This is an optimization exercise on Yosys and OpenROAD, whose aim is small area, not a production implementation. In this exercise RTL edits were held to simulation tests only and were not proved equivalent to the original. Power is estimated from default activity; no workload was simulated.

==> flow/design.v <==
package mem_pkg;
    typedef logic [31:0] addr_t;
    typedef logic [63:0]                beat_t;
    typedef logic [32*8-1:0]   line_t;
    typedef logic [$clog2(4)-1:0] beat_cnt_t;
    typedef enum logic [1:0] {
        FETCH_IDLE,
        FETCH_REQUEST,      
        FETCH_COLLECT       
    } fetch_state_e;
endpackage
package fetch_pkg;
    typedef logic [31:0] inst_t;
    typedef logic [63:0] order_t;
    typedef logic [$clog2(8)-1:0] word_idx_t;
endpackage
`timescale 1ns/1ps
module fetch_top
(
    input   logic           clk,
    input   logic           rst,
    output  mem_pkg::addr_t          bmem_addr_o,
    output  logic           bmem_read_o,
    input   logic           bmem_ready_i,
    input   mem_pkg::addr_t          bmem_raddr_i,
    input   mem_pkg::beat_t          bmem_rdata_i,
    input   logic           bmem_rvalid_i,
    input   logic           redirect_i,
    input   mem_pkg::addr_t          redirect_pc_i,
    input   fetch_pkg::order_t         redirect_order_i,
    input   logic           inst_ren_i,
    output  logic           inst_valid_o,
    output  mem_pkg::addr_t          inst_pc_o,
    output  fetch_pkg::inst_t          inst_o,
    output  fetch_pkg::order_t         inst_order_o
);
    localparam logic [31:0] RST_PC = 32'hAAAAA000;
    logic [31:0]    hpc;         
    logic [63:0]    hord;        
    logic [3:0]     tpc;         
    logic           buf_valid;   
    logic [3:0]     hidx;
    logic           q_valid;
    logic           q_full;
    logic           advance;
    logic           do_deq;
    logic [31:5]    fline;       
    assign hidx    = hpc[5:2];
    assign q_valid = (tpc != hidx);
    assign q_full  = (tpc[2:0] == hidx[2:0]) && (tpc[3] != hidx[3]);
    assign advance = buf_valid && !q_full;
    assign do_deq  = inst_ren_i && q_valid;
    assign fline[31:6] = hpc[31:6] + {25'd0, hpc[5] & ~tpc[3]};
    assign fline[5]    = tpc[3];
    mem_pkg::fetch_state_e  state;
    logic [31:5]    addr_q;
    logic [1:0]     beat_cnt;
    logic           discard;
    logic           line_valid;
    logic           beat_match;
    logic           collect;
    logic           burst_done;
    assign bmem_read_o = (state == mem_pkg::FETCH_REQUEST);
    assign bmem_addr_o = {addr_q, 5'd0};
    assign collect    = (state == mem_pkg::FETCH_COLLECT);
    assign beat_match = bmem_rvalid_i && (bmem_raddr_i == {addr_q, 5'd0});
    assign burst_done = collect && beat_match && (beat_cnt == 2'd3);
    always_ff @(posedge clk) begin
        if (rst) begin
            state      <= mem_pkg::FETCH_IDLE;
            discard    <= 1'b0;
            line_valid <= 1'b0;
        end else begin
            line_valid <= 1'b0;
            unique case (state)
                mem_pkg::FETCH_IDLE: begin
                    if (!buf_valid && !line_valid && !redirect_i) begin
                        state <= mem_pkg::FETCH_REQUEST;
                    end
                end
                mem_pkg::FETCH_REQUEST: begin
                    if (bmem_ready_i) begin
                        state   <= mem_pkg::FETCH_COLLECT;
                        discard <= redirect_i;
                    end else if (redirect_i) begin
                        state <= mem_pkg::FETCH_IDLE;
                    end
                end
                mem_pkg::FETCH_COLLECT: begin
                    if (redirect_i) begin
                        discard <= 1'b1;
                    end
                    if (burst_done) begin
                        state      <= mem_pkg::FETCH_IDLE;
                        line_valid <= !discard && !redirect_i;
                    end
                end
                default: state <= mem_pkg::FETCH_IDLE;
            endcase
        end
    end
    always_ff @(posedge clk) begin
        if (bmem_read_o) begin
            beat_cnt <= 2'd0;
        end else if (collect && beat_match) begin
            beat_cnt <= beat_cnt + 2'd1;
        end
    end
    always_ff @(posedge clk) begin
        if (state == mem_pkg::FETCH_IDLE) begin
            addr_q <= fline;
        end
    end
    fetch_pkg::inst_t   store [16];
    always_ff @(posedge clk) begin
        if (collect && beat_match) begin
            store[{addr_q[5], beat_cnt, 1'b0}] <= bmem_rdata_i[31:0];
            store[{addr_q[5], beat_cnt, 1'b1}] <= bmem_rdata_i[63:32];
        end
    end
    assign inst_valid_o = q_valid;
    assign inst_pc_o    = hpc;
    assign inst_order_o = hord;
    assign inst_o       = store[hidx];
    always_ff @(posedge clk) begin
        if (rst) begin
            hpc  <= RST_PC;
            hord <= '0;
            tpc  <= RST_PC[5:2];
        end else if (redirect_i) begin
            hpc  <= redirect_pc_i;
            hord <= redirect_order_i;
            tpc  <= redirect_pc_i[5:2];
        end else begin
            if (do_deq) begin
                hpc  <= hpc + 32'd4;
                hord <= hord + 64'd1;
            end
            if (advance) begin
                tpc <= tpc + 4'd1;
            end
        end
    end
    always_ff @(posedge clk) begin
        if (rst || redirect_i) begin
            buf_valid <= 1'b0;
        end else if (line_valid) begin
            buf_valid <= 1'b1;
        end else if (advance && tpc[2:0] == 3'd7) begin
            buf_valid <= 1'b0;           
        end
    end
endmodule
Settings: LEC_CHECK=0, CAP_MARGIN=20, CORE_MARGIN=2, CORE_UTILIZATION=40, SLEW_MARGIN=20; clock period 5.0 ns.
run.sh (not shown) runs the stock make flow with config.mk's settings and CLKGATE_MAP_FILE= SYNTH_SCRIPT=/design/flow/synth_recipe.tcl, a recipe that flattens the netlist after the stock synthesis.
Rerun with:
--- a/flow/design.v
+++ b/flow/design.v
@@ -62,9 +62,9 @@
     logic           burst_done;
     assign bmem_read_o = (state == mem_pkg::FETCH_REQUEST);
     assign bmem_addr_o = {addr_q, 5'd0};
     assign collect    = (state == mem_pkg::FETCH_COLLECT);
-    assign beat_match = bmem_rvalid_i && (bmem_raddr_i == {addr_q, 5'd0});
+    assign beat_match = bmem_rvalid_i && (bmem_raddr_i[31:5] == addr_q);
     assign burst_done = collect && beat_match && (beat_cnt == 2'd3);
     always_ff @(posedge clk) begin
         if (rst) begin
             state      <= mem_pkg::FETCH_IDLE;
What happened:
- The new run produced a clean layout
- synthesized cell count increases slightly
- worst setup slack improves by 0.28 ns
- global-route usage increases by 0.11 points
- power came out lower by a few percent
- wire length climbs by a few percent
- fmax came out higher by a few percent
- critical path depth does not change


== lane 1 ==
Another version of the RTL of fetch_top (not shown whole).
Size in the first run: roughly 1700 cells after synthesis, about 650 flip-flops, about 25000 sq um of cells after synthesis.
==> module fetch_top, before the edit <==
module fetch_top
(
    input   logic           clk,
    input   logic           rst,
    output  mem_pkg::addr_t          bmem_addr_o,
    output  logic           bmem_read_o,
    input   logic           bmem_ready_i,
    input   mem_pkg::addr_t          bmem_raddr_i,
    input   mem_pkg::beat_t          bmem_rdata_i,
    input   logic           bmem_rvalid_i,
    input   logic           redirect_i,
    input   mem_pkg::addr_t          redirect_pc_i,
    input   fetch_pkg::order_t         redirect_order_i,
    input   logic           inst_ren_i,
    output  logic           inst_valid_o,
    output  mem_pkg::addr_t          inst_pc_o,
    output  fetch_pkg::inst_t          inst_o,
    output  fetch_pkg::order_t         inst_order_o
);
    localparam logic [31:0] RST_PC = 32'hAAAAA000;
    logic [31:0]    hpc;         
    logic [63:0]    hord;        
    logic [3:0]     tpc;         
    logic           buf_valid;   
    logic [3:0]     hidx;
    logic           q_valid;
    logic           q_full;
    logic           advance;
    logic           do_deq;
    logic [31:5]    fline;       
    assign hidx    = hpc[5:2];
    assign q_valid = (tpc != hidx);
    assign q_full  = (tpc[2:0] == hidx[2:0]) && (tpc[3] != hidx[3]);
    assign advance = buf_valid && !q_full;
    assign do_deq  = inst_ren_i && q_valid;
    assign fline[31:6] = hpc[31:6] + {25'd0, hpc[5] & ~tpc[3]};
    assign fline[5]    = tpc[3];
    mem_pkg::fetch_state_e  state;
    logic [31:5]    addr_q;
    logic [1:0]     beat_cnt;
    logic           discard;
    logic           line_valid;
    logic           beat_match;
    logic           collect;
    logic           burst_done;
    assign bmem_read_o = (state == mem_pkg::FETCH_REQUEST);
    assign bmem_addr_o = {addr_q, 5'd0};
    assign collect    = (state == mem_pkg::FETCH_COLLECT);
    assign beat_match = bmem_rvalid_i && (bmem_raddr_i == {addr_q, 5'd0});
    assign burst_done = collect && beat_match && (beat_cnt == 2'd3);
    always_ff @(posedge clk) begin
        if (rst) begin
            state      <= mem_pkg::FETCH_IDLE;
            discard    <= 1'b0;
            line_valid <= 1'b0;
        end else begin
            line_valid <= 1'b0;
            unique case (state)
                mem_pkg::FETCH_IDLE: begin
                    if (!buf_valid && !line_valid && !redirect_i) begin
                        state <= mem_pkg::FETCH_REQUEST;
                    end
                end
                mem_pkg::FETCH_REQUEST: begin
                    if (bmem_ready_i) begin
                        state   <= mem_pkg::FETCH_COLLECT;
                        discard <= redirect_i;
                    end else if (redirect_i) begin
                        state <= mem_pkg::FETCH_IDLE;
                    end
                end
                mem_pkg::FETCH_COLLECT: begin
                    if (redirect_i) begin
                        discard <= 1'b1;
                    end
                    if (burst_done) begin
                        state      <= mem_pkg::FETCH_IDLE;
                        line_valid <= !discard && !redirect_i;
                    end
                end
                default: state <= mem_pkg::FETCH_IDLE;
            endcase
        end
    end
    always_ff @(posedge clk) begin
        if (bmem_read_o) begin
            beat_cnt <= 2'd0;
        end else if (collect && beat_match) begin
            beat_cnt <= beat_cnt + 2'd1;
        end
    end
    always_ff @(posedge clk) begin
        if (state == mem_pkg::FETCH_IDLE) begin
            addr_q <= fline;
        end
    end
    fetch_pkg::inst_t   store [16];
    always_ff @(posedge clk) begin
        if (collect && beat_match) begin
            store[{addr_q[5], beat_cnt, 1'b0}] <= bmem_rdata_i[31:0];
            store[{addr_q[5], beat_cnt, 1'b1}] <= bmem_rdata_i[63:32];
        end
    end
    assign inst_valid_o = q_valid;
    assign inst_pc_o    = hpc;
    assign inst_order_o = hord;
    logic [15:0]    hsel;
    always_comb begin
        for (int i = 0; i < 16; i++) begin
            hsel[i] = (hidx == 4'(i));
        end
        inst_o = '0;
        for (int i = 0; i < 16; i++) begin
            inst_o = inst_o | (store[i] & {32{hsel[i]}});
        end
    end
    always_ff @(posedge clk) begin
        if (rst) begin
            hpc  <= RST_PC;
            hord <= '0;
            tpc  <= RST_PC[5:2];
        end else if (redirect_i) begin
            hpc  <= redirect_pc_i;
            hord <= redirect_order_i;
            tpc  <= redirect_pc_i[5:2];
        end else begin
            if (do_deq) begin
                hpc  <= hpc + 32'd4;
                hord <= hord + 64'd1;
            end
            if (advance) begin
                tpc <= tpc + 4'd1;
            end
        end
    end
    always_ff @(posedge clk) begin
        if (rst || redirect_i) begin
            buf_valid <= 1'b0;
        end else if (line_valid) begin
            buf_valid <= 1'b1;
        end else if (advance && tpc[2:0] == 3'd7) begin
            buf_valid <= 1'b0;           
        end
    end
endmodule
export LEC_CHECK = 0
export CAP_MARGIN = 20
export CORE_MARGIN = 2
export CORE_UTILIZATION = 65
export PLACE_DENSITY = 0.75
export SLEW_MARGIN = 20
create_clock -name core_clock -period 5.0 [get_ports {clk}]
standard.sh (not shown) runs the stock make flow with config.mk's settings and CLKGATE_MAP_FILE= SYNTH_SCRIPT=/design/flow/synth_recipe.tcl, a recipe that flattens the netlist after the stock synthesis.
==> flow/flow/run.sh <==
#!/bin/bash
# The standard layout (standard.sh), with three changes:
#  - synthesis maps the logic with an area-oriented ABC script
#    (flow/abc_area.script) in place of ORFS's abc_speed.script; the rest of
#    the synthesis script is ORFS's own, unchanged, so the registers are
#    the standard synthesis's;
#  - the port buffers use the smallest buffer cell instead of the one
#    buffer_ports picks by itself (every port still gets its buffer);
#  - clock tree synthesis uses smaller clock buffers in smaller clusters and
#    no dummy loads.
set -euo pipefail
W="$PWD"
rm -rf "$W/scripts_abc"
cp -r "$FLOW_HOME/scripts" "$W/scripts_abc"
cp "$W/flow/abc_area.script" "$W/scripts_abc/abc_speed.script"
export BUFFER_PORTS_ARGS="-buffer_cell sky130_fd_sc_hd__buf_1"
export CTS_ARGS="-sink_clustering_enable -repair_clock_nets -dont_use_dummy_load -buf_list sky130_fd_sc_hd__clkbuf_8 -sink_clustering_size 15 -sink_clustering_max_diameter 50"
bash standard.sh SCRIPTS_DIR="$W/scripts_abc" synth > synth.log 2>&1
bash standard.sh > standard.log 2>&1
==> flow/flow/abc_area.script <==
&get -n
&st
&syn2
&dch
&nf -R 1000
&st
&syn2
&dch
&nf -R 1000
&st
&syn2
&dch
&nf -R 1000
&st
&dch
&nf -R 1000
&put
Relative to lane 1, the following input files were edited for lane 2:
--- a/flow/design.v
+++ b/flow/design.v
@@ -112,10 +112,20 @@
         end
     end
     fetch_pkg::inst_t   store [16];
+    logic [1:0]     keep;        
+    logic [7:0]     wen;         
+    always_comb begin
+        for (int h = 0; h < 2; h++) begin
+            keep[h] = !(bmem_read_o && bmem_ready_i && addr_q[5] == 1'(h));
+        end
+        for (int g = 0; g < 8; g++) begin
+            wen[g] = collect && beat_match && ({addr_q[5], beat_cnt} == 3'(g));
+        end
+    end
     always_ff @(posedge clk) begin
-        if (collect && beat_match) begin
-            store[{addr_q[5], beat_cnt, 1'b0}] <= bmem_rdata_i[31:0];
-            store[{addr_q[5], beat_cnt, 1'b1}] <= bmem_rdata_i[63:32];
+        for (int w = 0; w < 16; w++) begin
+            store[w] <= (store[w] & {32{keep[w/8]}}) |
+                        ((w % 2 == 0 ? bmem_rdata_i[31:0] : bmem_rdata_i[63:32]) & {32{wen[w/2]}});
         end
     end
     assign inst_valid_o = q_valid;
### Flow results
Against lane 1, lane 2 comes in 2 higher on peak fanout along the critical path.
Changes observed in lane 2 relative to lane 1: worst-case clock skew moved up, clock share of power moved up, final standard cell area without fillers moved down.
On number of instances in the synthesized netlist, the lower figure sits with lane 1, not lane 2.
Lane 2: vertical extent of the die is about 0.9% lower than what lane 1 reported.

-- what the ideal ports hide --
The flow's constraints put no driver on any port. The routed layouts listed below were extracted and timed again, unchanged, in two steps. Step 1: set_driving_cell puts a clkbuf_16 on clk and a buf_2 on each other input, an assumption about the parent block. Step 2 also shifts input and output timing later by t, the mid clock arrival at the registers, as if the neighbouring blocks saw the same clock. a / b / c = ideal / step 1 / step 2; a / b = the first two.
run	t (ns)	setup WS [ns]	worst hold slack (ns)	worst register clock-pin slew, ns	cell pins on the clock port's net
the first run of note 1	0.663	0.614 / 0.551 / 1.191	0.450 / 0.450 / 0.450	0.06 / 0.06	1
the second run of note 1	0.659	0.891 / 0.833 / 0.907	0.483 / 0.483 / 0.483	0.06 / 0.06	1
lane 1	0.691	0.457 / 0.402 / 0.873	0.437 / 0.437 / 0.437	0.09 / 0.09	1
lane 2	0.698	0.401 / 0.346 / 0.813	0.462 / 0.462 / 0.462	0.10 / 0.10	1
After both steps setup and hold are still met in every run listed.
